What follows belongs to an exercise in optimizing a design on an open flow for small area and a short achievable clock period; a production flow would make more cautious choices.
Where RTL was checked, it was by simulation tests only, not by an equivalence proof against the original.
For runs 1 and 2, only the layout was checked, not whether the RTL still works.
No activity file was given, so power comes from the tool's default toggle rates.

==> design.v <==
package riscv_dbg_pkg;
  typedef enum logic [1:0] {
    ST_IDLE  = 2'd0,
    ST_ARMED = 2'd1,
    ST_POST  = 2'd2,
    ST_DONE  = 2'd3
  } trace_state_t;
  localparam logic MODE_STOP_FULL = 1'b0;
  localparam logic MODE_RING_TRIG = 1'b1;
  function automatic integer entry_w(input integer xlen, input integer num_regs);
    entry_w = xlen * (2 + num_regs);
  endfunction
endpackage
module trace_ram #(
  parameter int ROWS  = 14,
  parameter int WIDTH = 192,
  parameter int TAP0  = 6,
  parameter int NSEL  = 8
) (
  input  logic             clk,
  input  logic [WIDTH-1:0] wdata,
  input  logic             hold_stage,
  input  logic             shift,
  input  logic [NSEL-1:0]  sel,
  output logic [WIDTH-1:0] stage,
  output logic [WIDTH-1:0] rdata
);
  logic [WIDTH-1:0] pick;
  logic [WIDTH-1:0] mem [ROWS];
  always_ff @(posedge clk) begin
    if (!hold_stage) begin
      stage <= wdata;
    end
  end
  always_ff @(posedge clk) begin
    if (shift) begin
      mem[0] <= stage;
      for (int i = 1; i < ROWS; i++) begin
        mem[i] <= mem[i-1];
      end
    end
  end
  always_comb begin
    pick = {WIDTH{sel == '0}} & rdata;
    for (int i = 0; i < NSEL; i++) begin
      pick = pick | ({WIDTH{sel[i]}} & mem[TAP0 + i]);
    end
  end
  always_ff @(posedge clk) begin
    rdata <= pick;
  end
endmodule
module riscv_trace_buffer #(
  parameter int XLEN       = 32,
  parameter int NUM_REGS   = 4,
  parameter int DEPTH      = 16,
  parameter int POST_DEPTH = 8
) (
  input  logic                     clk,
  input  logic                     reset,
  input  logic [XLEN-1:0]          pc_dbg,
  input  logic [XLEN-1:0]          instr_dbg,
  input  logic [NUM_REGS*XLEN-1:0] regs_dbg,
  input  logic                     arm,
  input  logic                     clear,
  input  logic                     mode,
  input  logic                     trig_en,
  input  logic [XLEN-1:0]          trig_pc,
  output logic                     busy,
  output logic                     triggered,
  output logic                     wrapped,
  output logic                     rd_valid,
  input  logic                     rd_ready,
  output logic [XLEN-1:0]          rd_pc,
  output logic [XLEN-1:0]          rd_instr,
  output logic [NUM_REGS*XLEN-1:0] rd_regs,
  output logic                     rd_last
);
  localparam int AW = $clog2(DEPTH);
  localparam int CW = AW + 1;
  localparam int EW = riscv_dbg_pkg::entry_w(XLEN, NUM_REGS);
  localparam logic [CW-1:0] DEPTH_C = CW'(DEPTH);
  localparam logic [CW-1:0] POST_C  = CW'(POST_DEPTH);
  localparam logic [CW-1:0] ONE_C   = CW'(1);
  localparam logic [CW-1:0] TWO_C   = CW'(2);
  localparam int TAP0 = POST_DEPTH - 2;
  localparam int NSEL = DEPTH - 2 - TAP0;
  logic          armed_q, post_q, mode_q, first_q, cap_q, gd;
  logic [CW-1:0] count, post_cnt, rd_left;
  logic [NSEL-1:0] osel_q;
  logic [NSEL-1:0] rsel;
  logic          idle, cnt_full, gd_cap, last_pop;
  logic [CW-1:0] cnt_inc;
  logic [NSEL-1:0] osel_trig;
  logic          chg, teq, cap, fire, gdone, pop, start;
  logic          shift;
  logic [EW-1:0] wdata, stage, rdata;
  logic [XLEN-1:0] pc_q;
  assign idle     = !busy && !rd_valid;
  assign cnt_full = (count == DEPTH_C);
  assign cnt_inc  = cnt_full ? count : count + ONE_C;
  assign gd_cap   = mode_q ? (post_q && (post_cnt == TWO_C)) : (cnt_inc == DEPTH_C - ONE_C);
  assign last_pop = (rd_left == ONE_C);
  always_comb begin
    osel_trig = '0;
    if (count >= CW'(NSEL - 1)) osel_trig[NSEL-1] = 1'b1;
    else                        osel_trig[count[$clog2(NSEL)-1:0]] = 1'b1;
  end
  assign pc_q  = stage[XLEN-1:0];
  assign chg   = (pc_dbg != pc_q);
  assign teq   = trig_en && (pc_dbg == trig_pc);
  assign cap   = busy && (first_q || chg);
  assign fire  = cap && armed_q && mode_q && teq;
  assign gdone = cap && gd;
  assign pop   = rd_valid && rd_ready;
  assign start = idle && arm;
  always_ff @(posedge clk or posedge reset) begin
    if (reset) begin
      armed_q   <= 1'b0;
      post_q    <= 1'b0;
      busy      <= 1'b0;
      rd_valid  <= 1'b0;
      rd_last   <= 1'b0;
      mode_q    <= 1'b0;
      first_q   <= 1'b0;
      count     <= '0;
      post_cnt  <= '0;
      rd_left   <= '0;
      triggered <= 1'b0;
      wrapped   <= 1'b0;
      osel_q    <= '0;
      gd        <= 1'b0;
      cap_q     <= 1'b0;
    end else begin
      armed_q   <= !clear && (start || (armed_q && !fire && !gdone));
      post_q    <= !clear && (fire || (post_q && !gdone));
      busy      <= !clear && (start || (busy && !gdone));
      rd_valid  <= !clear && (gdone || (rd_valid && !(pop && last_pop)));
      rd_last   <= !clear && (gdone ? (cnt_inc == ONE_C)
                                    : (rd_valid && (pop ? (rd_left == TWO_C) : last_pop)));
      rd_left   <= clear ? '0 : gdone ? cnt_inc : pop ? rd_left - ONE_C : rd_left;
      mode_q    <= start ? mode : mode_q;
      first_q   <= start || (first_q && !cap);
      count     <= start ? '0 : cap ? cnt_inc : count;
      post_cnt  <= fire ? POST_C : (cap && post_q) ? post_cnt - ONE_C : post_cnt;
      triggered <= !start && (triggered || fire);
      wrapped   <= !start && (wrapped || (cap && cnt_full));
      osel_q    <= start ? NSEL'(1) << (NSEL - 1) : fire ? osel_trig : osel_q;
      gd        <= !start && !fire && (cap ? gd_cap : gd);
      cap_q     <= cap;
    end
  end
  always_comb begin
    if (rd_valid)   rsel = rd_ready ? osel_q : '0;
    else if (cap_q) rsel = osel_q;
    else            rsel = {osel_q[NSEL-2:0], 1'b0};
  end
  assign shift = rd_valid ? rd_ready : cap_q;
  assign wdata = {regs_dbg, instr_dbg, pc_dbg};
  trace_ram #(
    .ROWS  (DEPTH - 2),
    .WIDTH (EW),
    .TAP0  (TAP0),
    .NSEL  (NSEL)
  ) u_ram (
    .clk        (clk),
    .wdata      (wdata),
    .hold_stage (rd_valid),
    .shift      (shift),
    .sel        (rsel),
    .stage      (stage),
    .rdata      (rdata)
  );
  assign rd_pc    = rdata[XLEN-1:0];
  assign rd_instr = rdata[2*XLEN-1:XLEN];
  assign rd_regs  = rdata[EW-1:2*XLEN];
endmodule
==> run.sh <==
#!/bin/bash
# synth_recipe.tcl (not shown) runs the flow's synth.tcl, then flattens the netlist and writes it again
# the make line also repeats each setting of config.mk as NAME=value (left out here)
make -C /OpenROAD-flow-scripts/flow DESIGN_CONFIG=/design/flow/config.mk WORK_HOME=/design/flow/orfs CLKGATE_MAP_FILE= SYNTH_SCRIPT=/design/flow/synth_recipe.tcl finish
==> config.mk <==
export PLATFORM = sky130hd
export DESIGN_NAME = riscv_trace_buffer
export DESIGN_NICKNAME = riscv_trace_buffer
export VERILOG_FILES = /design/flow/design.v
export SDC_FILE = /design/flow/constraint.sdc
export NUM_CORES = 4
export LEC_CHECK = 0
export CAP_MARGIN = 20
export CORE_MARGIN = 2
export CORE_UTILIZATION = 60
export CTS_CLUSTER_DIAMETER = 80
export CTS_CLUSTER_SIZE = 30
export SETUP_SLACK_MARGIN = 3.0
export SLEW_MARGIN = 20
==> constraint.sdc <==
create_clock -name core_clock -period 5.5 [get_ports {clk}]
set_input_delay 1.1000 -clock core_clock [delete_from_list [all_inputs] [get_ports {clk}]]
set_output_delay 1.1000 -clock core_clock [all_outputs]
set_load 0.01 [all_outputs]
==> results.ini, run 1 <==
[outcome]
status=no timing/DRC/antenna violations

[power_and_ir_drop]
combinationalPowerShare_pct=6.1
p_clk_share_pct=29.0
p_leak_nw=39.4
swShare_pct=21.6
vdd_drop_max_mv=0.279
internal_power_mw=34.7
p_seq_share_pct=64.8
power_mw=44.3
p_sw_mw=9.57
power.density_nw_per_um2=373

[layout]
final_cells=7647
nNetsFinal=5560
regArea_um2=91400
fillers=10400
syn2layout_area_growth_pct=15.9
multi_input_area_um2=11400
drive_above_1_share_pct=19.3

[clock_network]
root_buffer=clkbuf_16
cts-hold-fix-buffers=0
cts.clk_slew.worst_paths_ns=0.10
cts_tree=yes
cts_buffer_depth=3
htreeDepth=4
cts_sinks=3106
clk_latency_ns=0.80
cts_buffers=139

[timing]
worst_hold_slack_ns=0.400
finClkSkew_ns=0.0379
tns_ns=0
worst_slew_pin_slew_ns=0.915
relSlewSlack_pct=39.0
setup_violations=0
timing.fmax_ghz=0.366
rsz0062_at_grt=yes
fin_crit_sh_pct=49.7
maxSlewViolCount=0
hold_viol_final=0
period_minus_slack_ns=2.73

[run]
cap_viol_max_count=0

[placed_design]
dp_hpwl_mm=100
portBuffers=427
gp_congestion=0.776
post-place-cells=7231

[critical_path]
r2r_setup_slack_ns=2.77
endpoint_kind=flop
path_class=reg2reg
reg2reg_to=u_ram.rdata[76]
start_kind=flop
path_max_fanout=8
worst_ep_required_time_ns=6.21
ff2ff_path_depth=14
reg2reg_from=rd_valid
arrival_ns=3.44

[logic_synthesis]
ys_seq_area_share_pct=89.0
synth_area_um2=102000
synth_fp_nets=4959
synth_top_area_share_pct=84.4
ys_ff_latch=3106
synthArstFlopShare_pct=1.09
ys.flop_type=edfxtp_1
syn_inst=4718
synth_cell_types=49
yosys_warnings=3
synth_top_cell_by_area=edfxtp_1
synth_edf_count=2880
syn-mean-instance-area_um2=21.7
synth_top_cells_by_area=edfxtp_1, dfxtp_1, a22oi_1

[min_path]
whs_path_depth=0
hold_path_class=reg2reg
min_from=u_ram.mem[3][2]
whs_endpoint=u_ram.mem[4][2]

[die]
die_x_um=417
start_util_pct=60.5
die_height_um=417
ioPinCount=428
num_rows=151
fp.coreArea_um2=169000
dieArea_um2=174000

[route]
drt_first_pass_iters=5
postRouteAntennaNets=0
drt-total-wl_mm=218
via_count=47400
wl_per_cell_um=28.5
drtIter0Drc=5671
routed_via_density=6.20
drcViolationCount=0

[global_routing]
grt_pass1_vias=45500
grt_use_total_pct=24.3
grt-ovfl-total=0
grt_max_degree=100
antenna_found_initial=9
grt_pass1_wl_mm=307

what timing repair did:
| item | in CTS | in global routing |
|---|---|---|
| resized for setup | 1253 | 233 |
| setup endpoints to repair | 2925 | 2226 |
| buffers inserted | 77 | 13 |
| pin swaps | 35 | 30 |
| cloned | 61 | 14 |
power groups by stage:
| stage | registers [mW] | logic [mW] | clock network (mW) |
|---|---|---|---|
| 2_1_floorplan | 31.5 | 0.994 | 0 |
| 3_3_place_gp | 29.1 | 2.38 | 0 |
| 3_5_place_dp | 29.2 | 2.43 | 0 |
| 4_1_cts | 28.7 | 2.56 | 13.2 |
| 5_1_grt | 28.8 | 2.92 | 13.9 |
| 6_report | 28.7 | 2.72 | 12.9 |
cells in the final DEF (no fill, tap or decap), types with 10 or more instances in the layout:
cell and n:
dfxtp_4 34, clkdlybuf4s15_2 11, buf_12 22, dlygate4sd2_1 12, buf_2 149, clkinvlp_4 12
clkdlybuf4s50_1 178, mux2i_1 11, o2111ai_2 124, a22oi_1 370, clkinv_4 12, o21ai_0 14
edfxtp_1 2880, buf_6 37, a221oi_1 116, buf_16 77, a22oi_2 14, dfxtp_2 96
bufinv_16 16, a22o_1 194, clkbuf_1 22, clkinv_2 12, xnor2_1 15, nand3_1 16
bufbuf_16 12, xor2_1 56, dfrtp_1 32, dlymetal6s2s_1 31, nor3_1 10, clkbuf_16 156
nand2_1 21, inv_6 13, o2111ai_1 63, dfxtp_1 62, a221oi_2 75, inv_1 206
buf_4 98, nor2_1 12
area by class of cell:
| class | count | area share [%] |
|---|---|---|
| multi-input combinational | 1210 | 9.57 |
| sequential | 3106 | 77.0 |
| antenna | 3 | 0.00632 |
| clock inverter | 79 | 0.833 |
| clock buffer | 169 | 3.13 |
| timing repair buffer | 655 | 6.49 |
| inverter | 207 | 0.660 |
| tap | 2218 | 2.34 |
critical path: stages, from the launching register on:
cell and delay, ns:
dfrtp_4 0.51, buf_8 0.14, nand2_4 0.07, o21ai_4 0.08, buf_6 0.13, buf_6 0.11, a22o_4 0.23, buf_12 0.13
nor4_4 0.29, nand2_4 0.10, buf_16 0.17, buf_16 0.17, buf_6 0.14, buf_16 0.15, o2111ai_4 0.19
state kept, by name, indices dropped and copies added (netlist names), 5 cells and up:
register,flops
u_ram.stage,192
post_cnt,5
u_ram.rdata,192
osel_q,8
count,5
u_ram.mem,2688
rd_left,5
kinds of logic after synthesis:
family / after synthesis / synth area share, %
mux: 16 / 0.162
compound gates: 1004 / 8.03
fa+ha+maj: 10 / 0.122
buf+inv: 405 / 1.54
simple gates: 103 / 0.524
flops: 3106 / 89.0
xor+xnor: 74 / 0.633
Yosys cell counts (all sizes together) (2+ instances only):
cell	number
inv	207
mux2	5
o31ai	2
xnor2	15
nand2	23
nand3b	2
ha	10
nor2	15
a22o	200
a221oi	192
nand4b	2
o2111ai	192
nor4	15
a22oi	384
a21oi	8
or3	2
clkbuf	137
buf	61
dfxtp	192
nand2b	2
o22ai	2
and2	2
mux2i	11
o21ai	16
xor2	59
nand3	16
nand4	9
nor3	10
dfrtp	34
edfxtp	2880
routing by layer:
layer	GRT usage [%]	share of wire, %	vias to the layer above
li1	-	-	20600
met1	35.4	42	24700
met2	38.1	48	1777
met3	4.02	7.0	319
met4	8.52	3.6	0
met5	0	0	-
stage by stage:
stage	instance area (µm²)	setup WS [ns]	utilization, %
after global placement	110000	1.05	64.7
after detailed placement	110000	0.992	64.7
after floorplan	103000	-41.05	-
after CTS	117000	2.86	69.2
final	119000	2.77	70.1
after global routing	119000	2.70	70.1
worst max path at each step:
| stage | startpoint | slack, ns | end |
|---|---|---|---|
| 2_1_floorplan | rd_valid | -41.05 | u_ram.rdata[129] |
| 3_3_place_gp | rd_ready | 1.05 | u_ram.rdata[63] |
| 3_5_place_dp | rd_ready | 0.99 | u_ram.rdata[50] |
| 4_1_cts | rd_valid | 2.86 | u_ram.mem[2][37] |
| 5_1_grt | rd_valid | 2.70 | u_ram.rdata[76] |
| 6_report | rd_valid | 2.77 | u_ram.rdata[76] |
==> inputs of run 2 (changes only) <==
--- a/config.mk
+++ b/config.mk
@@ -7,7 +7,7 @@
 export LEC_CHECK = 0
 export CAP_MARGIN = 20
 export CORE_MARGIN = 2
-export CORE_UTILIZATION = 60
+export CORE_UTILIZATION = 75
 export CTS_CLUSTER_DIAMETER = 80
 export CTS_CLUSTER_SIZE = 30
 export SETUP_SLACK_MARGIN = 3.0
==> run 2 against run 1 <==
- final cell count is 6.0% lower
- register-to-register slack about the same
- area after synthesis unchanged
- setup slack improved by 0.0068 ns
- global-route usage is 5.6 points higher
- still clean on timing, DRC and antenna
- sequential cell count stayed put
- clock power fell by 15%
- non-clock buffer count shrank 3
==> results.ini, run 2 <==
[logic_synthesis]
synth_top_area_share_pct=84.4
yosys_warnings=3
synth_edf_count=2880
ys_ff_latch=3106
ys_seq_area_share_pct=89.0
synth_fp_nets=4959
synth_area_um2=102000
synth_cell_types=49
synthTopCellsByCount=edfxtp_1, a22oi_1, inv_1
synth_top_cells_by_area=edfxtp_1, dfxtp_1, a22oi_1
ys.flop_type=edfxtp_1
synthArstFlopShare_pct=1.09
syn_inst=4718
yosysMostFrequentCell=edfxtp_1
synth_top_cell_by_area=edfxtp_1
syn-mean-instance-area_um2=21.7

[route]
via_count=50100
routed_via_density=6.98
drcViolationCount=0
wl_per_cell_um=32.8
drtIter0Drc=7195
drt-total-wl_mm=236
drt_first_pass_iters=8
postRouteAntennaNets=0

[timing]
fin_crit_sh_pct=49.6
setup_violations=0
layout_setup_ws_ns=2.77
tns_ns=0
period_minus_slack_ns=2.73
hold_viol_final=0
timing.fmax_ghz=0.367
relSlewSlack_pct=45.6
worst_slew_pin_slew_ns=0.816
rsz0062_at_grt=yes
finClkSkew_ns=0.0310
maxSlewViolCount=0

[critical_path]
endpoint_kind=flop
reg2reg_to=u_ram.rdata[70]
cp_num_buf_inv=3
r2r_setup_slack_ns=2.77
path_max_fanout=36
ff2ff_path_depth=9
path_class=reg2reg
worst_ep_required_time_ns=6.13
crit_chain=buf_12, nand2_8, o21ai_4, a22o_4, buf_12, buf_16, a22o_1, a221oi_1, o2111ai_2
crit_path_frequent_cell=buf_12
cp_slowest_cell=dfrtp_4
start_kind=flop
worst_path_largest_cell_delay_ns=0.53
crit_cells=9
path_delay_family=compound AO/OA/AOI/OAI gates
reg2reg_from=rd_valid
arrival_ns=3.36

[global_routing]
grt-ovfl-total=0
grt_max_degree=118
antenna_found_initial=7
grt_pass1_wl_mm=305
grt_pass1_vias=47400
grt_use_total_pct=29.9

[run]
cap_viol_max_count=0

[clock_network]
cts_buffers=116
htreeDepth=3
cts-hold-fix-buffers=0
cts_sinks=3106
clk_latency_ns=0.79
root_buffer=clkbuf_16
cts_tree=yes
cts.clk_slew.worst_paths_ns=0.11
cts_buffer_depth=3

[die]
die_x_um=374
ioPinCount=428
fp.coreArea_um2=135000
num_rows=135
start_util_pct=75.6
dieArea_um2=140000
die_height_um=374

[layout]
nNetsFinal=5539
top_register=u_ram.mem
final_common_cell=edfxtp_1
drive_above_1_share_pct=17.2
syn2layout_area_growth_pct=13.8
largest_register_ffs=2688
final_cell_mix=edfxtp_1, a22oi_1, inv_1
top_regs=u_ram.mem x2688, u_ram.rdata x192, u_ram.stage x192

[min_path]
hold_path_class=reg2reg
min_from=u_ram.mem[5][104]
whs_path_depth=0
whs_endpoint=u_ram.mem[6][104]

[placed_design]
portBuffers=427
pre_cts_ws_ns=0.996
dp_hpwl_mm=105
gp_congestion=0.779

[power_and_ir_drop]
power.density_nw_per_um2=366
vdd_drop_max_mv=0.344
p_leak_nw=38.5

[outcome]
status=no timing/DRC/antenna violations

-- run 2: worst max path at each step --
stage / start / to
global placement: rd_ready / u_ram.rdata[63]
detailed placement: rd_ready / u_ram.rdata[44]
finish: rd_valid / u_ram.rdata[70]
global route: trig_pc[20] / osel_q[4]
floorplan: rd_valid / u_ram.rdata[129]
CTS: rd_valid / rd_valid
-- run 2: final cells by class --
type,count,area [µm²]
Antenna cell,5,12.5
Clock buffer,198,3300
Clock inverter,21,249
Fill cell,5294,18900
Inverter,207,785
Multi-Input combinational cell,1215,11300
Sequential cell,3106,91400
Tap cell,1781,2230
Timing Repair Buffer,652,7300
-- run 2: what timing repair did --
item | in CTS | in global routing
buffers inserted | 78 | 21
pin swaps | 25 | 26
setup endpoints to repair | 3099 | 2081
gates resized for setup | 1140 | 232
gates cloned | 32 | 45
hold endpoints to repair | 0 | 0
-- run 2: metal layers --
metal  wire (µm)  track usage [%]  part of all wire (%)  vias up
met5           0                0                     0        -
met4        9670             9.44                   4.1        0
met1       84400             43.0                    36    25600
met3       25100             5.10                    11      505
li1            -                -                     -    20600
met2      117000             48.4                    49     3504
-- run 2: kinds of logic after synthesis --
logic type / count (synthesis) / share of synthesized area (%)
fa+ha+maj: 10 / 0.122
simple gates: 103 / 0.524
buf+inv: 405 / 1.54
mux: 16 / 0.162
flops: 3106 / 89.0
xor+xnor: 74 / 0.633
compound gates: 1004 / 8.03
-- run 2: report_power, final --
group	internal (mW)	total, mW	switching (mW)
combinational	1.07	2.81	1.74
clock	4.34	11.0	6.69
sequential	27.9	28.8	0.950
total	33.3	42.7	9.38
-- run 2: through the flow --
step           hold WS (ns)  instance area [µm²]  std cells  power, mW  util [%]
2_1_floorplan         0.400               103000       4718       32.5         -
3_3_place_gp          0.400               109000       6785       31.4      80.5
3_5_place_dp          0.405               109000       6785       31.6      80.5
4_1_cts               0.405               114000       7114       42.2      84.3
5_1_grt               0.413               117000       7182       43.7      86.1
6_report              0.409               117000       7185       42.7      86.1
==> inputs of run 3 (changes only) <==
--- a/design.v
+++ b/design.v
@@ -22,6 +22,7 @@
   input  logic             hold_stage,
   input  logic             shift,
   input  logic [NSEL-1:0]  sel,
+  input  logic             hold,
   output logic [WIDTH-1:0] stage,
   output logic [WIDTH-1:0] rdata
 );
@@ -41,7 +42,7 @@
     end
   end
   always_comb begin
-    pick = {WIDTH{sel == '0}} & rdata;
+    pick = {WIDTH{hold}} & rdata;
     for (int i = 0; i < NSEL; i++) begin
       pick = pick | ({WIDTH{sel[i]}} & mem[TAP0 + i]);
     end
@@ -88,7 +89,8 @@
   logic          armed_q, post_q, mode_q, first_q, cap_q, gd;
   logic [CW-1:0] count, post_cnt, rd_left;
   logic [NSEL-1:0] osel_q;
-  logic [NSEL-1:0] rsel;
+  logic [NSEL-1:0] rs_q, rsel;
+  logic          hb_q, ld, rhold;
   logic          idle, cnt_full, gd_cap, last_pop;
   logic [CW-1:0] cnt_inc;
   logic [NSEL-1:0] osel_trig;
@@ -131,6 +133,8 @@
       osel_q    <= '0;
       gd        <= 1'b0;
       cap_q     <= 1'b0;
+      rs_q      <= '0;
+      hb_q      <= 1'b0;
     end else begin
       armed_q   <= !clear && (start || (armed_q && !fire && !gdone));
       post_q    <= !clear && (fire || (post_q && !gdone));
@@ -148,13 +152,13 @@
       osel_q    <= start ? NSEL'(1) << (NSEL - 1) : fire ? osel_trig : osel_q;
       gd        <= !start && !fire && (cap ? gd_cap : gd);
       cap_q     <= cap;
+      rs_q      <= (cap || rd_valid) ? osel_q : {osel_q[NSEL-2:0], 1'b0};
+      hb_q      <= !(cap || rd_valid) && osel_q[NSEL-1];
     end
   end
-  always_comb begin
-    if (rd_valid)   rsel = rd_ready ? osel_q : '0;
-    else if (cap_q) rsel = osel_q;
-    else            rsel = {osel_q[NSEL-2:0], 1'b0};
-  end
+  assign ld    = !rd_valid || rd_ready;
+  assign rsel  = ld ? rs_q : '0;
+  assign rhold = !ld || hb_q;
   assign shift = rd_valid ? rd_ready : cap_q;
   assign wdata = {regs_dbg, instr_dbg, pc_dbg};
   trace_ram #(
@@ -168,6 +172,7 @@
     .hold_stage (rd_valid),
     .shift      (shift),
     .sel        (rsel),
+    .hold       (rhold),
     .stage      (stage),
     .rdata      (rdata)
   );
--- a/config.mk
+++ b/config.mk
@@ -7,8 +7,9 @@
 export LEC_CHECK = 0
 export CAP_MARGIN = 20
 export CORE_MARGIN = 2
-export CORE_UTILIZATION = 75
+export CORE_UTILIZATION = 60
 export CTS_CLUSTER_DIAMETER = 80
 export CTS_CLUSTER_SIZE = 30
 export SETUP_SLACK_MARGIN = 3.0
 export SLEW_MARGIN = 20
+export TNS_END_PERCENT = 10
==> run 3 against run 2 <==
- sequential power is essentially flat
- clock power up 19%
- first-iteration DRC count down 27%
- die area rose by 25%
- design area decreased by 0.75%
- sequential share of layout area increased by 0.65 points
- fmax up 2.2%
- combinational power decreased by 19%
- hold slack got worse by 0.012 ns
- largest power group unchanged
- highest routed layer unchanged
==> results.ini, run 3 <==
[route]
postRouteAntennaNets=0
drt_first_pass_iters=6
via_count=46000
drt-total-wl_mm=195
wl_per_cell_um=25.8
routed_via_density=6.10
drtIter0Drc=5232
drcViolationCount=0

[global_routing]
grt_max_degree=144
grt_use_total_pct=21.8
use_met3_pct=2.99
antenna_found_initial=8
grt_pass1_vias=44800
grt_pass1_wl_mm=284
grt_use_met1_pct=31.8
grt-ovfl-total=0
use_met2_pct=34.8
grt_busiest_layer=met2

[critical_path]
r2r_setup_slack_ns=2.95
arrival_ns=3.43
start_kind=input port
path_max_fanout=25
reg2reg_from=rd_valid
path_class=in2reg
endpoint_kind=flop
worst_ep_required_time_ns=6.26
reg2reg_to=u_ram.mem[4][86]
ff2ff_path_depth=7

[logic_synthesis]
synthTopCellsByCount=edfxtp_1, a22o_1, a221oi_1, dfxtp_1, nand3_1
yosys_warnings=3
yosysMostFrequentCell=edfxtp_1
synth_top_cells_by_area=edfxtp_1, dfxtp_1, a22o_1
synth_top_cell_by_area=edfxtp_1
synthArstFlopShare_pct=1.38
ys.flop_type=edfxtp_1
synth_top_area_share_pct=84.5
synth_area_um2=102000
synth_cell_types=60
ys_ff_latch=3115
synth_edf_count=2880
syn_inst=4692
syn-mean-instance-area_um2=21.8
synth_fp_nets=4933
ys_seq_area_share_pct=89.3

[clock_network]
htreeDepth=4
root_buffer=clkbuf_16
cts_buffer_depth=3
cts_tree=yes
cts-hold-fix-buffers=0
cts_buffers=139
clk_latency_ns=0.84
cts_sinks=3115
cts.clk_slew.worst_paths_ns=0.10

[power_and_ir_drop]
p_leak_nw=38.8
vdd_drop_max_mv=0.360
power.density_nw_per_um2=380
power_mw=44.0

[layout]
fillers=10800
final_cells=7542
largest_register_ffs=2688
top_regs=u_ram.mem x2688, u_ram.rdata x192, u_ram.stage x192
syn2layout_area_growth_pct=13.0
top_register=u_ram.mem
drive_above_1_share_pct=9.42
final_cell_mix=edfxtp_1, a22o_1, clkdlybuf4s50_1
nNetsFinal=5446
final_common_cell=edfxtp_1
utilization_pct=68.3

[timing]
tns_ns=0
relSlewSlack_pct=38.6
rsz0062_at_grt=yes
timing.fmax_ghz=0.375
worst_hold_slack_ns=0.397
setup_violations=0
hold_viol_final=0
finClkSkew_ns=0.0315
worst_slew_pin_slew_ns=0.920
maxSlewViolCount=0
period_minus_slack_ns=2.67
fin_crit_sh_pct=48.5

[run]
cap_viol_max_count=0

[placed_design]
dp_hpwl_mm=103
post-place-cells=7230
gp_congestion=0.783
portBuffers=427

[die]
die_x_um=417
dieArea_um2=174000
die_height_um=417
start_util_pct=60.4
num_rows=151
fp.coreArea_um2=169000
ioPinCount=428

[outcome]
status=no timing/DRC/antenna violations

[min_path]
whs_endpoint=u_ram.mem[1][115]
whs_path_depth=0
hold_path_class=reg2reg
min_from=u_ram.mem[0][115]

==> run 3: power by group <==
| group | internal, mW | total [mW] | switching [mW] |
|---|---|---|---|
| Sequential | 27.8 | 28.6 | 0.792 |
| Clock | 5.95 | 13.1 | 7.14 |
| Combinational | 0.891 | 2.29 | 1.40 |
| Total | 34.6 | 44.0 | 9.33 |
==> run 3: critical path, cell delays in order <==
cell,delay [ns]
clkdlybuf4s50_1,0.62
nand2b_4,0.26
and2_4,0.52
buf_4,0.49
a22o_1,0.21
a221oi_1,0.05
nand3_1,0.12
==> run 3: through the flow <==
stage               area [µm²]  setup slack, ns
finish                  116000             2.83
global route            116000             2.78
CTS                     115000             2.81
detailed placement      110000             1.51
global placement        110000             1.56
floorplan               102000           -38.89
==> run 3: how the worst max path moves through the flow <==
stage / end / cells after the start / startpoint / slack, ns
floorplan: u_ram.mem[0][0] / 2 / rd_valid / -38.89
global placement: u_ram.rdata[120] / 6 / rd_ready / 1.56
detailed placement: u_ram.rdata[156] / 6 / rd_ready / 1.51
CTS: rd_instr[3] / 1 / u_ram.rdata[35] / 2.81
global route: u_ram.mem[1][128] / 6 / rd_ready / 2.78
finish: u_ram.rdata[30] / 7 / rd_ready / 2.83
==> run 3: logic make-up after synthesis <==
| logic type | synth area share, % |
|---|---|
| multiplexers | 0.148 |
| buffers and inverters | 0.830 |
| XOR/XNOR | 0.616 |
| AO/OA/AOI/OAI | 7.48 |
| adder cells (fa/ha/maj) | 0.122 |
| flip-flops | 89.3 |
| AND/OR/NAND/NOR | 1.54 |
==> run 3: cell type report <==
type	count	area, µm²	area share, %
sequential	3115	91500	79.1
multi-input combinational	1375	10300	8.90
timing repair buffer	560	6160	5.32
clock buffer	178	3870	3.34
tap	2218	2780	2.40
clock inverter	79	1020	0.885
inverter	14	65.1	0.0562
antenna	3	7.51	0.00649
==> run 3: timing repair <==
item / CTS / global route
cloned: 15 / 13
setup endpoints to repair: 3010 / 2497
pin swaps: 14 / 11
buffers inserted: 23 / 1
gates resized for setup: 409 / 47
endpoints found under the hold margin: 0 / 0
==> run 3: metal layers <==
layer,vias to the layer above,wire [µm]
li1,20400,-
met1,23900,83800
met2,1443,94500
met3,251,10100
met4,0,6140
met5,-,0
==> inputs of run 4 (changes only) <==
--- a/config.mk
+++ b/config.mk
@@ -12,4 +12,3 @@
 export CTS_CLUSTER_SIZE = 30
 export SETUP_SLACK_MARGIN = 3.0
 export SLEW_MARGIN = 20
-export TNS_END_PERCENT = 10
==> run 4 against run 3 <==
- area after synthesis did not move
- critical path depth fell by 6
- non-clock buffer count rose by 32
- sequential power barely moved
- critical endpoint is now rd_valid
- synthesized cell count did not move
- largest power group unchanged
==> results.ini, run 4 <==
[die]
die_height_um=417
die_x_um=417
start_util_pct=60.4
fp.coreArea_um2=169000
ioPinCount=428
dieArea_um2=174000
num_rows=151

[logic_synthesis]
ys.flop_type=edfxtp_1
synth_top_area_share_pct=84.5
ys_seq_area_share_pct=89.3
synth_cell_types=60
synthTopCellsByCount=edfxtp_1, a22o_1, a221oi_1, dfxtp_1, nand3_1
synthArstFlopShare_pct=1.38
syn_inst=4692
synth_fp_nets=4933
ys_ff_latch=3115
synth_top_cells_by_area=edfxtp_1, dfxtp_1, a22o_1
synth_top_cell_by_area=edfxtp_1
syn-mean-instance-area_um2=21.8
synth_area_um2=102000
yosysMostFrequentCell=edfxtp_1
yosys_warnings=3
synth_edf_count=2880

[layout]
stdcell_area_um2=116000
final_common_cell=edfxtp_1
fillers=10700
largest_register_ffs=2688
syn2layout_area_growth_pct=13.5
drive_above_1_share_pct=14.8
top_regs=u_ram.mem x2688, u_ram.rdata x192, u_ram.stage x192
top_register=u_ram.mem
regArea_um2=91700
multi_input_area_um2=10300
final_cells=7574
nNetsFinal=5480
final_cell_mix=edfxtp_1, a22o_1, clkdlybuf4s50_1

[power_and_ir_drop]
power.density_nw_per_um2=380
vdd_drop_max_mv=0.358
p_leak_nw=38.8

[timing]
fin_crit_sh_pct=46.4
hold_viol_final=0
period_minus_slack_ns=2.55
layout_setup_ws_ns=2.95
maxSlewViolCount=0
tns_ns=0
finClkSkew_ns=0.0324
worst_slew_pin_slew_ns=0.839
relSlewSlack_pct=43.9
timing.fmax_ghz=0.392
rsz0062_at_grt=yes
setup_violations=0

[global_routing]
antenna_found_initial=6
grt_pass1_vias=45200
grt_max_degree=134
grt_use_total_pct=22.1
grt-ovfl-total=0
grt_pass1_wl_mm=287

[clock_network]
htreeDepth=4
cts_tree=yes
cts_buffers=139
cts.clk_slew.worst_paths_ns=0.10
root_buffer=clkbuf_16
cts_sinks=3115
clk_latency_ns=0.84
cts-hold-fix-buffers=0
cts_buffer_depth=3

[placed_design]
place_area_um2=110000
pre_cts_ws_ns=1.51
dp_hpwl_mm=103
post-place-cells=7230
portBuffers=427
gp_congestion=0.783

[route]
wl_per_cell_um=25.9
postRouteAntennaNets=0
dr_wl_met2_mm=96.0
via_count=46100
drtIter0Drc=5229
routed_via_density=6.09
highest_layer=met4
wl_met3_mm=10.3
drt-total-wl_mm=196
drt_first_pass_iters=6
wl_met1_mm=84.1
drcViolationCount=0

[run]
cap_viol_max_count=0

[critical_path]
path_max_fanout=2
endpoint_kind=output port
path_delay_family=flip-flops
arrival_ns=1.45
cp_num_buf_inv=1
worst_ep_required_time_ns=4.40
worst_path_largest_cell_delay_ns=0.50
crit_chain=buf_6
cp_slowest_cell=dfrtp_4
path_class=reg2out
start_kind=flop

[min_path]
hold_path_class=reg2reg

[outcome]
status=no timing/DRC/antenna violations

[run 4: cell counts after synthesis]
Identical to the previous run, type by type.
[run 4: logic make-up (layout without fill, tap and decap cells)]
group	after synthesis	count (layout)	synth area share, %
multiplexers	14	14	0.148
buffers and inverters	212	863	0.830
AND/OR/NAND/NOR	308	320	1.54
AO/OA/AOI/OAI	961	961	7.48
flip-flops	3115	3115	89.3
adder cells (fa/ha/maj)	10	10	0.122
other	0	1	0
XOR/XNOR	72	72	0.616
[run 4: timing repair]
action	CTS	global route
resized for setup	1232	48
cloned	27	9
pin swaps	17	7
endpoints found under the setup margin	3010	1116
buffers inserted	48	2
[run 4: final cells by class]
| class | instances | area share, % |
|---|---|---|
| repair buffers | 592 | 5.54 |
| clock buffers | 178 | 3.33 |
| inverters | 14 | 0.0581 |
| flip-flops and latches | 3115 | 78.9 |
| well taps | 2218 | 2.39 |
| clock inverters | 79 | 0.881 |
| multi-input cells | 1377 | 8.87 |
| diodes | 1 | 0.00215 |
[run 4: layer usage]
layer	track usage [%]	vias up
li1	-	20500
met1	32.1	24000
met2	35.5	1362
met3	3.00	248
met4	7.11	0
met5	0	-
[run 4: final timing paths]
check / to / startpoint / depth (start not counted) / slack, ns
min reg2reg: u_ram.mem[1][115] / u_ram.mem[0][115] / 0 / 0.40
min in group asynchronous: rd_valid / reset / 3 / 0.74
max: rd_valid / rd_valid / 1 / 2.95
min: u_ram.mem[1][115] / u_ram.mem[0][115] / 0 / 0.40
max reg2reg: u_ram.mem[1][133] / rd_valid / 7 / 2.99
max in group asynchronous: busy / reset / 3 / 4.33
[run 4: per-stage QoR]
stage | total power [mW] | hold slack [ns] | utilization (%)
2_1_floorplan | 32.3 | 0.400 | -
3_3_place_gp | 31.4 | 0.400 | 64.9
3_5_place_dp | 31.5 | 0.405 | 64.9
4_1_cts | 44.6 | 0.395 | 68.4
5_1_grt | 45.7 | 0.393 | 68.6
6_report | 44.2 | 0.395 | 68.6
[run 4: report_power, final]
group / leakage (nW) / switching [mW] / internal, mW
clock network: 2.37 / 7.13 / 5.95
logic: 6.87 / 1.43 / 1.02
registers: 29.6 / 0.817 / 27.8
total: 38.8 / 9.37 / 34.8
==> inputs of run 5 (changes only) <==
--- a/config.mk
+++ b/config.mk
@@ -7,8 +7,8 @@
 export LEC_CHECK = 0
 export CAP_MARGIN = 20
 export CORE_MARGIN = 2
-export CORE_UTILIZATION = 60
-export CTS_CLUSTER_DIAMETER = 80
-export CTS_CLUSTER_SIZE = 30
+export CORE_UTILIZATION = 70
+export CTS_CLUSTER_DIAMETER = 70
+export CTS_CLUSTER_SIZE = 28
 export SETUP_SLACK_MARGIN = 3.0
 export SLEW_MARGIN = 20
==> run 5 against run 4 <==
- still clean on timing, DRC and antenna
- clock-buffer cell count is 19 higher
- non-clock buffer count fell by 32
- fmax is 0.88% higher
- largest cell class unchanged
==> results.ini, run 5 <==
[die]
num_rows=140
ioPinCount=428
start_util_pct=70.4
dieArea_um2=149000
die_height_um=386
fp.coreArea_um2=145000
die_x_um=386

[route]
via_count=46700
drt-total-wl_mm=194
drcViolationCount=0
wl_per_cell_um=26.8
routed_via_density=6.43
drtIter0Drc=5530
drt_first_pass_iters=8
postRouteAntennaNets=0

[logic_synthesis]
ys_seq_area_share_pct=89.3
synth-compound-area-share_pct=7.48
synth_top_family_by_area=compound AO/OA/AOI/OAI gates
synth_edf_count=2880
synthArstFlopShare_pct=1.38
synth_fp_nets=4933
yosys_warnings=3
syn_inst=4692
yosys.area_share.adder_pct=0.122
ys_ff_latch=3115
ys.flop_type=edfxtp_1
synth_top_cell_by_area=edfxtp_1
synth_top_area_share_pct=84.5
muxShareOfSynthArea_pct=0.148
syn-mean-instance-area_um2=21.8
synth_xor_area_share_pct=0.616
synth_area_um2=102000
yosysMostFrequentCell=edfxtp_1
synth_top_cells_by_area=edfxtp_1, dfxtp_1, a22o_1
synth_cell_types=60
synth-simple-area-share_pct=1.54
synthTopCellsByCount=edfxtp_1, a22o_1, a221oi_1, dfxtp_1, nand3_1

[power_and_ir_drop]
power_mw=43.7
power.density_nw_per_um2=381
p_leak_nw=38.3
vdd_drop_max_mv=0.362

[timing]
finClkSkew_ns=0.0305
hold_viol_final=0
relSlewSlack_pct=29.1
timing.fmax_ghz=0.396
rsz0062_at_grt=yes
maxSlewViolCount=0
tns_ns=0
worst_slew_pin_slew_ns=1.06
fin_crit_sh_pct=46.0
setup_violations=0
period_minus_slack_ns=2.53
layout_setup_ws_ns=2.97
worst_hold_slack_ns=0.417

[critical_path]
crit_chain=clkbuf_2
ff2ff_path_depth=6
arrival_ns=1.43
path_class=reg2out
path_max_fanout=3
crit_cells=1
worst_ep_required_time_ns=4.40
cp_num_buf_inv=1
path_delay_family=flip-flops
endpoint_kind=output port
worst_path_largest_cell_delay_ns=0.51
start_kind=flop
cp_slowest_cell=dfrtp_4
r2r_setup_slack_ns=3.00

[layout]
stdcell_area_um2=115000
drive_above_1_share_pct=14.4
largest_register_ffs=2688
utilization_pct=78.8
final_cells=7259
fillers=7425
syn2layout_area_growth_pct=11.9
top_register=u_ram.mem
final_cell_mix=edfxtp_1, a22o_1, clkdlybuf4s50_1
final_common_cell=edfxtp_1
nNetsFinal=5458
top_regs=u_ram.mem x2688, u_ram.rdata x192, u_ram.stage x192

[min_path]
whs_path_depth=0
hold_path_class=reg2reg

[run]
cap_viol_max_count=0

[placed_design]
post-place-cells=6921
dp_hpwl_mm=102
gp_congestion=0.804
place_area_um2=109000
portBuffers=427
pre_cts_ws_ns=1.56

[global_routing]
grt_pass1_wl_mm=285
grt_use_total_pct=25.7
antenna_found_initial=8
grt_max_degree=206
grt_pass1_vias=45400
grt-ovfl-total=0

[clock_network]
cts_buffers=143
root_buffer=clkbuf_16
cts.clk_slew.worst_paths_ns=0.09
clk_latency_ns=0.80
cts_buffer_depth=3
cts_sinks=3115
htreeDepth=4
cts_tree=yes

[outcome]
status=no timing/DRC/antenna violations

[run 5: cell type report]
type	count	area (µm²)	share of cell area, %
antenna	2	5.00	0.00437
clock buffer	197	4100	3.57
clock inverter	71	762	0.665
inverter	14	62.6	0.0546
multi-input combinational	1383	10400	9.06
sequential	3115	91800	80.1
tap	1917	2400	2.09
timing repair buffer	560	5130	4.48
[run 5: power breakdown]
group	total [mW]	switching, mW	internal [mW]
logic	2.15	1.35	0.797
clock network	12.8	6.95	5.88
registers	28.7	0.873	27.8
[run 5: kinds of logic after synthesis]
| group | Yosys count |
|---|---|
| fa+ha+maj | 10 |
| mux | 14 |
| xor+xnor | 72 |
| simple gates | 308 |
| compound gates | 961 |
| flops | 3115 |
| buf+inv | 212 |
[run 5: layer usage]
metal	up-vias	GRT usage, %	wire [µm]
li1	20400	-	-
met5	-	0.552	126
met3	271	5.87	17400
met2	2067	38.7	90700
met1	23900	38.3	80300
met4	4	8.09	5780
[run 5: repair_timing]
item	4_1_cts	5_1_grt
resized for setup	1074	49
hold buffers	0	0
setup buffers	32	11
gates cloned	22	3
endpoints found under the setup margin	3047	996
pin swaps	18	7
[run 5: worst paths after layout]
check                                       start                 to
worst max register to register           rd_valid   u_ram.mem[7][87]
min in group asynchronous                   reset            rd_last
worst min-delay path            u_ram.mem[0][183]  u_ram.mem[1][183]
worst max-delay path                     rd_valid           rd_valid
max in group asynchronous                   reset           rd_valid
worst min register to register  u_ram.mem[0][183]  u_ram.mem[1][183]
[run 5: worst reg2reg max path, delay by kind of cell (launching register included)]
| family | cells | cell delay [ns] |
|---|---|---|
| flip-flops | 1 | 0.45 |
| AND/OR/NAND/NOR | 1 | 0.22 |
| buffers and inverters | 4 | 1.28 |
| AO/OA/AOI/OAI | 1 | 0.18 |
==> inputs of run 6 (changes only) <==
--- a/design.v
+++ b/design.v
@@ -123,18 +123,8 @@
       busy      <= 1'b0;
       rd_valid  <= 1'b0;
       rd_last   <= 1'b0;
-      mode_q    <= 1'b0;
-      first_q   <= 1'b0;
-      count     <= '0;
-      post_cnt  <= '0;
-      rd_left   <= '0;
       triggered <= 1'b0;
       wrapped   <= 1'b0;
-      osel_q    <= '0;
-      gd        <= 1'b0;
-      cap_q     <= 1'b0;
-      rs_q      <= '0;
-      hb_q      <= 1'b0;
     end else begin
       armed_q   <= !clear && (start || (armed_q && !fire && !gdone));
       post_q    <= !clear && (fire || (post_q && !gdone));
@@ -142,19 +132,21 @@
       rd_valid  <= !clear && (gdone || (rd_valid && !(pop && last_pop)));
       rd_last   <= !clear && (gdone ? (cnt_inc == ONE_C)
                                     : (rd_valid && (pop ? (rd_left == TWO_C) : last_pop)));
-      rd_left   <= clear ? '0 : gdone ? cnt_inc : pop ? rd_left - ONE_C : rd_left;
-      mode_q    <= start ? mode : mode_q;
-      first_q   <= start || (first_q && !cap);
-      count     <= start ? '0 : cap ? cnt_inc : count;
-      post_cnt  <= fire ? POST_C : (cap && post_q) ? post_cnt - ONE_C : post_cnt;
       triggered <= !start && (triggered || fire);
       wrapped   <= !start && (wrapped || (cap && cnt_full));
-      osel_q    <= start ? NSEL'(1) << (NSEL - 1) : fire ? osel_trig : osel_q;
-      gd        <= !start && !fire && (cap ? gd_cap : gd);
-      cap_q     <= cap;
-      rs_q      <= (cap || rd_valid) ? osel_q : {osel_q[NSEL-2:0], 1'b0};
-      hb_q      <= !(cap || rd_valid) && osel_q[NSEL-1];
     end
+  end
+  always_ff @(posedge clk) begin
+    rd_left   <= clear ? '0 : gdone ? cnt_inc : pop ? rd_left - ONE_C : rd_left;
+    mode_q    <= start ? mode : mode_q;
+    first_q   <= start || (first_q && !cap);
+    count     <= start ? '0 : cap ? cnt_inc : count;
+    post_cnt  <= fire ? POST_C : (cap && post_q) ? post_cnt - ONE_C : post_cnt;
+    osel_q    <= start ? NSEL'(1) << (NSEL - 1) : fire ? osel_trig : osel_q;
+    gd        <= !start && !fire && (cap ? gd_cap : gd);
+    cap_q     <= cap;
+    rs_q      <= (cap || rd_valid) ? osel_q : {osel_q[NSEL-2:0], 1'b0};
+    hb_q      <= !(cap || rd_valid) && osel_q[NSEL-1];
   end
   assign ld    = !rd_valid || rd_ready;
   assign rsel  = ld ? rs_q : '0;
--- a/config.mk
+++ b/config.mk
@@ -7,8 +7,9 @@
 export LEC_CHECK = 0
 export CAP_MARGIN = 20
 export CORE_MARGIN = 2
-export CORE_UTILIZATION = 70
-export CTS_CLUSTER_DIAMETER = 70
-export CTS_CLUSTER_SIZE = 28
+export CORE_UTILIZATION = 65
+export CTS_CLUSTER_DIAMETER = 80
+export CTS_CLUSTER_SIZE = 30
+export PLACE_DENSITY = 0.72
 export SETUP_SLACK_MARGIN = 3.0
 export SLEW_MARGIN = 20
==> run 6 against run 5 <==
- synthesized cell count fell by 3.4%
- global-route usage fell by 2.2 points
- area after synthesis fell by 0.66%
- clock skew rose by 0.0010 ns
- core utilization fell by 5.5 points
- sequential cell count did not move
- clock-buffer cell count rose by 5
- final cell count did not move
- critical path depth rose by 10
- sequential power barely moved
==> results.ini, run 6 <==
[outcome]
status=no timing/DRC/antenna violations

[critical_path]
endpoint_kind=flop
r2r_setup_slack_ns=2.92
path_class=in2reg
worst_ep_required_time_ns=6.18
start_kind=input port
reg2reg_from=u_ram.stage[2]
reg2reg_to=rs_q[2]
path_max_fanout=8
ff2ff_path_depth=10
arrival_ns=3.29

[logic_synthesis]
yosysMostFrequentCell=edfxtp_1
synth_top_cell_by_area=edfxtp_1
synth_top_cells_by_area=edfxtp_1, dfxtp_1, a222oi_1
synth_fp_nets=4775
syn-mean-instance-area_um2=22.4
synthArstFlopShare_pct=0.225
synth_top_area_share_pct=85.0
ys_seq_area_share_pct=89.7
ys_ff_latch=3115
syn_inst=4534
synth_cell_types=46
synth_area_um2=102000
synth_edf_count=2881
synthTopCellsByCount=edfxtp_1, dfxtp_1, a221oi_1, a222oi_1, a22o_1
ys.flop_type=edfxtp_1
yosys_warnings=3

[global_routing]
grt_pass1_wl_mm=278
grt_use_total_pct=23.5
grt_max_degree=170
grt-ovfl-total=0
grt_pass1_vias=44100
antenna_found_initial=11

[timing]
layout_setup_ws_ns=2.89
relSlewSlack_pct=32.8
period_minus_slack_ns=2.61
timing.fmax_ghz=0.383
hold_viol_final=0
worst_slew_pin_slew_ns=1.01
fin_crit_sh_pct=47.5
rsz0062_at_grt=yes
tns_ns=0
setup_violations=0
maxSlewViolCount=0
worst_hold_slack_ns=0.408
finClkSkew_ns=0.0315

[power_and_ir_drop]
p_clk_share_pct=27.9
combinationalPowerShare_pct=5.3
power.density_nw_per_um2=375
p_leak_nw=38.2
p_sw_mw=9.04
swShare_pct=21.1
p_seq_share_pct=66.8
internal_power_mw=33.8
vdd_drop_max_mv=0.382

[layout]
largest_register_ffs=2688
drive_above_1_share_pct=15.0
final_common_cell=edfxtp_1
top_regs=u_ram.mem x2688, u_ram.rdata x192, u_ram.stage x192
final_cell_mix=edfxtp_1, clkdlybuf4s50_1, a222oi_1, a22o_1, nand2_1
final_cells=7259
nNetsFinal=5333
syn2layout_area_growth_pct=12.3
top_register=u_ram.mem

[route]
routed_via_density=6.36
drtIter0Drc=6539
drt_first_pass_iters=8
wl_per_cell_um=26.4
via_count=46200
postRouteAntennaNets=0
drcViolationCount=0
drt-total-wl_mm=192

[clock_network]
clk_latency_ns=0.78
root_buffer=clkbuf_16
cts_buffer_depth=3
cts_buffers=132
cts.clk_slew.worst_paths_ns=0.11
cts-hold-fix-buffers=0
cts_sinks=3115
htreeDepth=4
cts_tree=yes

[placed_design]
pre_cts_ws_ns=1.17
dp_hpwl_mm=102
gp_congestion=0.796
post-place-cells=6917
portBuffers=427

[min_path]
min_from=u_ram.mem[1][130]
whs_path_depth=0
whs_endpoint=u_ram.mem[2][130]
hold_path_class=reg2reg

[die]
die_height_um=400
dieArea_um2=160000
start_util_pct=65.3
ioPinCount=428
die_x_um=400
num_rows=145
fp.coreArea_um2=156000

[run]
cap_viol_max_count=0

[run 6: cells by family (layout without fill, tap and decap cells)]
family / Yosys count / in the layout / share of synthesized area [%]
buffers and inverters: 213 / 862 / 0.815
adders and majority gates: 10 / 10 / 0.123
AOI/OAI and AO/OA: 814 / 814 / 7.33
xor gates and xnor gates: 73 / 73 / 0.629
muxes: 16 / 16 / 0.167
and+or+nand+nor: 293 / 306 / 1.25
DFF: 3115 / 3115 / 89.7
other: 0 / 5 / 0
[run 6: worst max path at each step]
stage | start | depth (start not counted) | endpoint
after CTS | pc_dbg[5] | 11 | rs_q[2]
after detailed placement | pc_dbg[9] | 7 | osel_q[1]
after global routing | u_ram.stage[2] | 10 | rs_q[7]
final | pc_dbg[5] | 11 | rs_q[2]
after floorplan | rd_valid | 2 | u_ram.mem[0][0]
after global placement | pc_dbg[9] | 7 | osel_q[5]
[run 6: final cells by class]
type | instances | area (µm²)
Clock buffer | 202 | 3780
Timing Repair Buffer | 610 | 5730
Inverter | 14 | 66.3
Clock inverter | 36 | 470
Sequential cell | 3115 | 91500
Tap cell | 2058 | 2570
Antenna cell | 5 | 12.5
Multi-Input combinational cell | 1219 | 10100
Fill cell | 8743 | 41600
[run 6: per-layer routing]
layer,track usage [%],share of wire (%),vias to the layer above
met5,0,0.0042,-
met4,6.77,2.7,2
met3,3.77,8.7,265
met2,36.6,48,2240
met1,35.2,41,23500
li1,-,-,20100
[run 6: worst max-delay path, stage by stage]
cell	delay [ns]
dlygate4sd2_1	0.30
xor2_1	0.19
nor4_4	0.31
buf_4	0.19
nand4_1	0.10
buf_6	0.16
o31ai_4	0.28
inv_4	0.10
nor2_4	0.12
buf_12	0.14
mux2_4	0.30
[run 6: per-stage QoR]
| stage | total power [mW] | area [µm²] | util (%) |
|---|---|---|---|
| after CTS | 43.1 | 114000 | 73.0 |
| after detailed placement | 31.4 | 109000 | 70.0 |
| after floorplan | 32.2 | 102000 | - |
| after global routing | 44.2 | 114000 | 73.3 |
| final | 42.8 | 114000 | 73.3 |
| after global placement | 31.3 | 109000 | 70.0 |
[run 6: timing repair]
item | CTS | global route
gates cloned | 16 | 7
endpoints found under the setup margin | 2880 | 1676
setup buffers | 59 | 17
resized for setup | 1097 | 74
pin swaps | 26 | 19
[run 6: power groups by stage]
stage                     clock network [mW]  logic, mW  registers, mW
after global routing                    13.0       2.45           28.8
after global placement                     0       2.29           29.0
after detailed placement                   0       2.34           29.1
final                                   11.9       2.28           28.6
after CTS                               12.3       2.25           28.6
after floorplan                            0      0.954           31.3
==> inputs of run 7 (changes only) <==
--- a/config.mk
+++ b/config.mk
@@ -7,9 +7,8 @@
 export LEC_CHECK = 0
 export CAP_MARGIN = 20
 export CORE_MARGIN = 2
-export CORE_UTILIZATION = 65
+export CORE_UTILIZATION = 60
 export CTS_CLUSTER_DIAMETER = 80
 export CTS_CLUSTER_SIZE = 30
-export PLACE_DENSITY = 0.72
 export SETUP_SLACK_MARGIN = 3.0
 export SLEW_MARGIN = 20
==> run 7 against run 6 <==
- global-route usage decreased by 1.4 points
- synthesized cell count unchanged
- design area increased by 0.54%
==> results.ini, run 7 <==
[layout]
final_cells=7423
syn2layout_area_growth_pct=12.9
largest_register_ffs=2688
top_register=u_ram.mem
final_common_cell=edfxtp_1
nNetsFinal=5338
drive_above_1_share_pct=15.2
final_cell_mix=edfxtp_1, clkdlybuf4s50_1, a222oi_1, a22o_1
top_regs=u_ram.mem x2688, u_ram.rdata x192, u_ram.stage x192
utilization_pct=68.0

[global_routing]
grt_use_total_pct=22.0
antenna_found_initial=13
grt_max_degree=157
grt-ovfl-total=0
grt_pass1_vias=43900
grt_pass1_wl_mm=284

[clock_network]
clk_latency_ns=0.79
cts_buffer_depth=3
htreeDepth=4
root_buffer=clkbuf_16
cts.clk_slew.worst_paths_ns=0.10
cts_buffers=139
cts_tree=yes
cts_sinks=3115

[critical_path]
path_max_fanout=8
crit_path_frequent_cell=nor2_1
cp_slowest_cell=clkdlybuf4s50_1
path_class=in2reg
worst_ep_required_time_ns=6.23
arrival_ns=3.21
crit_chain=clkdlybuf4s50_1, xor2_1, nor2_1, nand4_1, buf_4, o311ai_4, buf_6, mux2_2, nor2_1
endpoint_kind=flop
start_kind=input port
worst_path_largest_cell_delay_ns=0.51

[timing]
period_minus_slack_ns=2.48
finClkSkew_ns=0.0225
rsz0062_at_grt=yes
maxSlewViolCount=0
hold_viol_final=0
timing.fmax_ghz=0.403
worst_slew_pin_slew_ns=0.978
relSlewSlack_pct=34.8
fin_crit_sh_pct=45.1
tns_ns=0
setup_violations=0

[die]
die_x_um=416
die_height_um=416
dieArea_um2=173000
num_rows=151
start_util_pct=60.2
fp.coreArea_um2=169000
ioPinCount=428

[logic_synthesis]
yosysMostFrequentCell=edfxtp_1
syn_inst=4534
synth_top_cell_by_area=edfxtp_1
synth_top_cells_by_area=edfxtp_1, dfxtp_1, a222oi_1
synth_edf_count=2881
synthArstFlopShare_pct=0.225
syn-mean-instance-area_um2=22.4
synth_cell_types=46
yosys_warnings=3
ys_seq_area_share_pct=89.7
synthTopCellsByCount=edfxtp_1, dfxtp_1, a221oi_1, a222oi_1, a22o_1
synth_area_um2=102000
synth_top_area_share_pct=85.0
ys_ff_latch=3115
ys.flop_type=edfxtp_1
synth_fp_nets=4775

[placed_design]
post-place-cells=7088
gp_congestion=0.800
portBuffers=427
dp_hpwl_mm=106

[route]
drtIter0Drc=5803
drt_first_pass_iters=8
postRouteAntennaNets=0
routed_via_density=6.15
wl_per_cell_um=26.3
via_count=45700
drcViolationCount=0
drt-total-wl_mm=195

[outcome]
status=no timing/DRC/antenna violations

[power_and_ir_drop]
power.density_nw_per_um2=379
p_leak_nw=38.3
vdd_drop_max_mv=0.317
power_mw=43.5

[run]
cap_viol_max_count=0

[min_path]
hold_path_class=reg2reg

## run 7: cell counts after synthesis
No cell type changed its count.
## run 7: worst max-delay path: cells and delay by family
kind / cells / cell delay (ns)
mux: 1 / 0.33
buf+inv: 3 / 0.89
xor+xnor: 1 / 0.20
simple gates: 3 / 0.43
compound gates: 1 / 0.26
## run 7: cells by family (layout without fill, tap and decap cells)
| group | Yosys count | in the layout | synth area share [%] |
|---|---|---|---|
| flip-flops | 3115 | 3115 | 89.7 |
| other | 0 | 3 | 0 |
| buffers and inverters | 213 | 868 | 0.815 |
| adder cells (fa/ha/maj) | 10 | 10 | 0.123 |
| XOR/XNOR | 73 | 73 | 0.629 |
| multiplexers | 16 | 16 | 0.167 |
| AND/OR/NAND/NOR | 293 | 306 | 1.25 |
| AO/OA/AOI/OAI | 814 | 814 | 7.33 |
## run 7: area by class of cell
class / count / area (µm²)
Sequential cell: 3115 / 91500
Fill cell: 10900 / 54100
Multi-Input combinational cell: 1219 / 9890
Timing Repair Buffer: 608 / 5930
Clock buffer: 170 / 3730
Tap cell: 2218 / 2780
Clock inverter: 76 / 893
Inverter: 14 / 66.3
Antenna cell: 3 / 7.51
## run 7: through the flow
step / worst slack, ns / hold slack, ns / instance area [µm²]
after floorplan: -38.87 / 0.400 / 102000
after global placement: 1.54 / 0.400 / 110000
after detailed placement: 1.49 / 0.405 / 110000
after CTS: 2.84 / 0.416 / 115000
after global routing: 2.98 / 0.424 / 115000
final: 3.02 / 0.415 / 115000
## run 7: worst paths after layout
check	start	end	slack, ns	depth (start not counted)
setup / recovery	pc_dbg[31]	rd_left[1]	3.02	9
hold / removal	u_ram.mem[5][108]	u_ram.mem[6][108]	0.42	0
setup reg to reg	rd_valid	u_ram.rdata[127]	3.08	8
hold reg to reg	u_ram.mem[5][108]	u_ram.mem[6][108]	0.42	0
max in group asynchronous	reset	busy	4.68	2
min in group asynchronous	reset	wrapped	0.56	2
## run 7: where the power goes
part	switching (mW)	internal [mW]	leakage, nW
Combinational	1.33	0.896	6.71
Clock	7.14	5.51	2.23
Sequential	0.822	27.8	29.4
Total	9.29	34.2	38.3
## run 7: layer usage
metal  GRT usage (%)  up-vias  routed length (µm)
met4            7.30        0                6420
met3            3.37      249               12200
met5               0        -                   0
met1            31.1    23600               80400
met2            35.9     1640               96200
li1                -    20200                   -
## run 7: timing repair
action | CTS | global route
gates resized for setup | 1088 | 41
pin swaps | 17 | 9
gates cloned | 19 | 4
endpoints found under the setup margin | 2734 | 875
buffers inserted | 55 | 8
hold buffers | 0 | 0
==> inputs of run 8 (changes only) <==
==> flow/run.sh (new file) <==
#!/bin/bash
# Own layout flow: the standard ORFS flow (standard.sh, unchanged synthesis), with the port
# buffers made from a plain buffer cell instead of the one buffer_ports picks on its own, and
# the resizer allowed to swap cells across footprints. Every port still gets its buffer.
set -euo pipefail
cd "$(dirname "$0")/.."
bash standard.sh \
  "BUFFER_PORTS_ARGS=-buffer_cell sky130_fd_sc_hd__buf_2" \
  MATCH_CELL_FOOTPRINT=0 \
  finish > flow_standard.log 2>&1
==> standard.sh (new file) <==
#!/bin/bash
# synth_recipe.tcl (not shown) runs the flow's synth.tcl, then flattens the netlist and writes it again
# the make line also repeats each setting of config.mk as NAME=value (left out here)
make -C /OpenROAD-flow-scripts/flow DESIGN_CONFIG=/design/flow/config.mk WORK_HOME=/design/flow/orfs CLKGATE_MAP_FILE= SYNTH_SCRIPT=/design/flow/synth_recipe.tcl "${@:-finish}"
removed: run.sh
==> run 8 against run 7 <==
- largest cell class unchanged
- largest power group unchanged
- critical endpoint is now u_ram.mem[4][142]
- power is essentially flat
- combinational power shrank 2%
- clock-buffer cell count grew 13
- still clean on timing, DRC and antenna
==> results.ini, run 8 <==
[outcome]
status=no timing/DRC/antenna violations

[power_and_ir_drop]
power.density_nw_per_um2=384
vdd_drop_max_mv=0.367
power_mw=43.5
p_leak_nw=38.1

[die]
start_util_pct=60.2
die_height_um=416
dieArea_um2=173000
ioPinCount=428
fp.coreArea_um2=169000
die_x_um=416
num_rows=151

[logic_synthesis]
synth_top_area_share_pct=85.0
synthTopCellsByCount=edfxtp_1, dfxtp_1, a221oi_1, a222oi_1, a22o_1
ys_ff_latch=3115
syn-mean-instance-area_um2=22.4
syn_inst=4534
synth_top_cell_by_area=edfxtp_1
synth_edf_count=2881
yosysMostFrequentCell=edfxtp_1
synth_cell_types=46
synth_area_um2=102000
synth_fp_nets=4775
synthArstFlopShare_pct=0.225
ys.flop_type=edfxtp_1
synth_top_cells_by_area=edfxtp_1, dfxtp_1, a222oi_1
yosys_warnings=3
ys_seq_area_share_pct=89.7

[min_path]
hold_path_class=in2async

[critical_path]
start_kind=flop
crit_start=rd_valid
cp_num_buf_inv=5
path_delay_family=buffers and inverters
reg2reg_to=u_ram.mem[4][142]
endpoint=u_ram.mem[4][142]
cp_slowest_cell=dfrtp_4
path_class=reg2reg
reg2reg_from=rd_valid
ff2ff_path_depth=6
arrival_ns=3.00
r2r_setup_slack_ns=2.92
crit_cells=6
endpoint_kind=flop
worst_ep_required_time_ns=5.92
crit_chain=buf_4, buf_4, o21ai_4, buf_12, buf_12, buf_16
worst_path_largest_cell_delay_ns=0.51
path_max_fanout=177

[layout]
largest_register_ffs=2688
top_regs=u_ram.mem x2688, u_ram.rdata x192, u_ram.stage x192
final_cells=7382
drive_above_1_share_pct=17.8
syn2layout_area_growth_pct=11.4
multi_input_area_um2=9860
utilization_pct=67.1
regArea_um2=91400
fillers=11000
final_cell_mix=edfxtp_1, buf_2, a222oi_1, a22o_1, a221oi_1
nNetsFinal=5293
final_common_cell=edfxtp_1
top_register=u_ram.mem

[timing]
hold_viol_final=0
fin_crit_sh_pct=46.9
timing.fmax_ghz=0.388
finClkSkew_ns=0.0207
maxSlewViolCount=0
tns_ns=0
layout_setup_ws_ns=2.92
relSlewSlack_pct=29.8
setup_violations=0
rsz0062_at_grt=yes
period_minus_slack_ns=2.58
worst_slew_pin_slew_ns=1.05

[global_routing]
grt_max_degree=178
grt_pass1_vias=43500
grt-ovfl-total=0
grt_pass1_wl_mm=282
antenna_found_initial=6
grt_use_total_pct=21.9

[placed_design]
gp_congestion=0.811
portBuffers=427
post-place-cells=7066
pre_cts_ws_ns=1.58
dp_hpwl_mm=102

[route]
drcViolationCount=0
wl_per_cell_um=26.5
routed_via_density=6.15
via_count=45400
postRouteAntennaNets=0
drt_first_pass_iters=10
drtIter0Drc=6154
drt-total-wl_mm=196

[clock_network]
cts_buffer_depth=3
cts-hold-fix-buffers=0
cts_sinks=3115
clk_latency_ns=0.80
cts.clk_slew.worst_paths_ns=0.11
root_buffer=clkbuf_16
cts_tree=yes
htreeDepth=4
cts_buffers=137

[run]
cap_viol_max_count=0

-- run 8: cell type report --
type | count | area share (%)
multi-input combinational | 1217 | 8.70
sequential | 3115 | 80.7
timing repair buffer | 567 | 3.99
tap | 2218 | 2.45
inverter | 14 | 0.0574
clock inverter | 63 | 0.714
clock buffer | 183 | 3.39
antenna | 5 | 0.0110
-- run 8: how the worst min path moves through the flow --
stage	to	slack (ns)	depth (start not counted)	start
after global routing	rd_valid	0.20	2	reset
final	post_q	0.23	2	reset
after detailed placement	u_ram.mem[0][113]	0.40	0	u_ram.stage[113]
after CTS	rd_valid	0.17	2	reset
after floorplan	u_ram.mem[0][100]	0.40	0	u_ram.stage[100]
after global placement	u_ram.mem[4][75]	0.40	0	u_ram.mem[3][75]
-- run 8: cell families after synthesis --
family                     Yosys count  synth area share (%)
adders and majority gates           10                 0.123
muxes                               16                 0.167
AOI/OAI and AO/OA                  814                  7.33
and+or+nand+nor                    293                  1.25
buffers and inverters              213                 0.815
xor gates and xnor gates            73                 0.629
DFF                               3115                  89.7
-- run 8: where the power goes --
part / switching, mW / internal [mW]
sequential: 0.801 / 27.8
combinational: 1.36 / 0.823
clock: 7.08 / 5.62
total: 9.24 / 34.2
-- run 8: what timing repair did --
action,in CTS,in global routing
endpoints found under the setup margin,2902,1946
resized for setup,265,44
buffers inserted,22,14
gates cloned,16,12
pin swaps,10,7
hold endpoints to repair,0,0
-- run 8: stage by stage --
step | instance area (µm²) | hold slack [ns]
finish | 113000 | 0.229
global route | 113000 | 0.202
detailed placement | 107000 | 0.405
CTS | 113000 | 0.168
global placement | 107000 | 0.400
floorplan | 102000 | 0.400
-- run 8: per-layer routing --
metal	vias up	wire, µm	track usage (%)
met5	-	0	0
met4	0	5570	7.05
met3	237	11700	2.96
met2	1586	96600	35.7
met1	23500	81800	31.4
li1	20100	-	-

re-timing with driven ports:
No port has a modelled driver above. Below, the same layouts with a new extraction and two added sets of constraints. Step 1 (the two cells are an assumption about what drives the block):
set clk [get_ports {clk}]
set_driving_cell -lib_cell sky130_fd_sc_hd__clkbuf_16 $clk
set_driving_cell -lib_cell sky130_fd_sc_hd__buf_2 [delete_from_list [all_inputs] $clk]
Step 2 times the ports against the registers' clock, not the clock port: input delays grow and output delays shrink by t, the midpoint of the rising clock arrivals with the driver on. a / b / c = no drivers / after step 1 / after step 2; a / b = the first two.
| run | t (ns) | setup slack, ns | worst setup path at the end |
|---|---|---|---|
| run 1 | 0.870 | 2.767 / 2.767 / 2.089 | input to register |
| run 2 | 0.859 | 2.774 / 2.774 / 2.010 | input to register |
| run 3 | 0.899 | 2.832 / 2.780 / 1.972 | input to register |
| run 4 | 0.897 | 2.950 / 2.867 / 2.171 | input to register |
| run 5 | 0.871 | 2.972 / 2.889 / 2.169 | input to register |
| run 6 | 0.847 | 2.889 / 2.917 / 2.098 | input to register |
| run 7 | 0.864 | 3.018 / 2.975 / 2.218 | input to register |
| run 8 | 0.877 | 2.921 / 2.881 / 2.321 | input to register |
After both steps setup and hold are still met in every run listed. The setup slack of run 3, which loses most, moves by -0.052 ns with the drivers and by -0.860 ns with both steps.
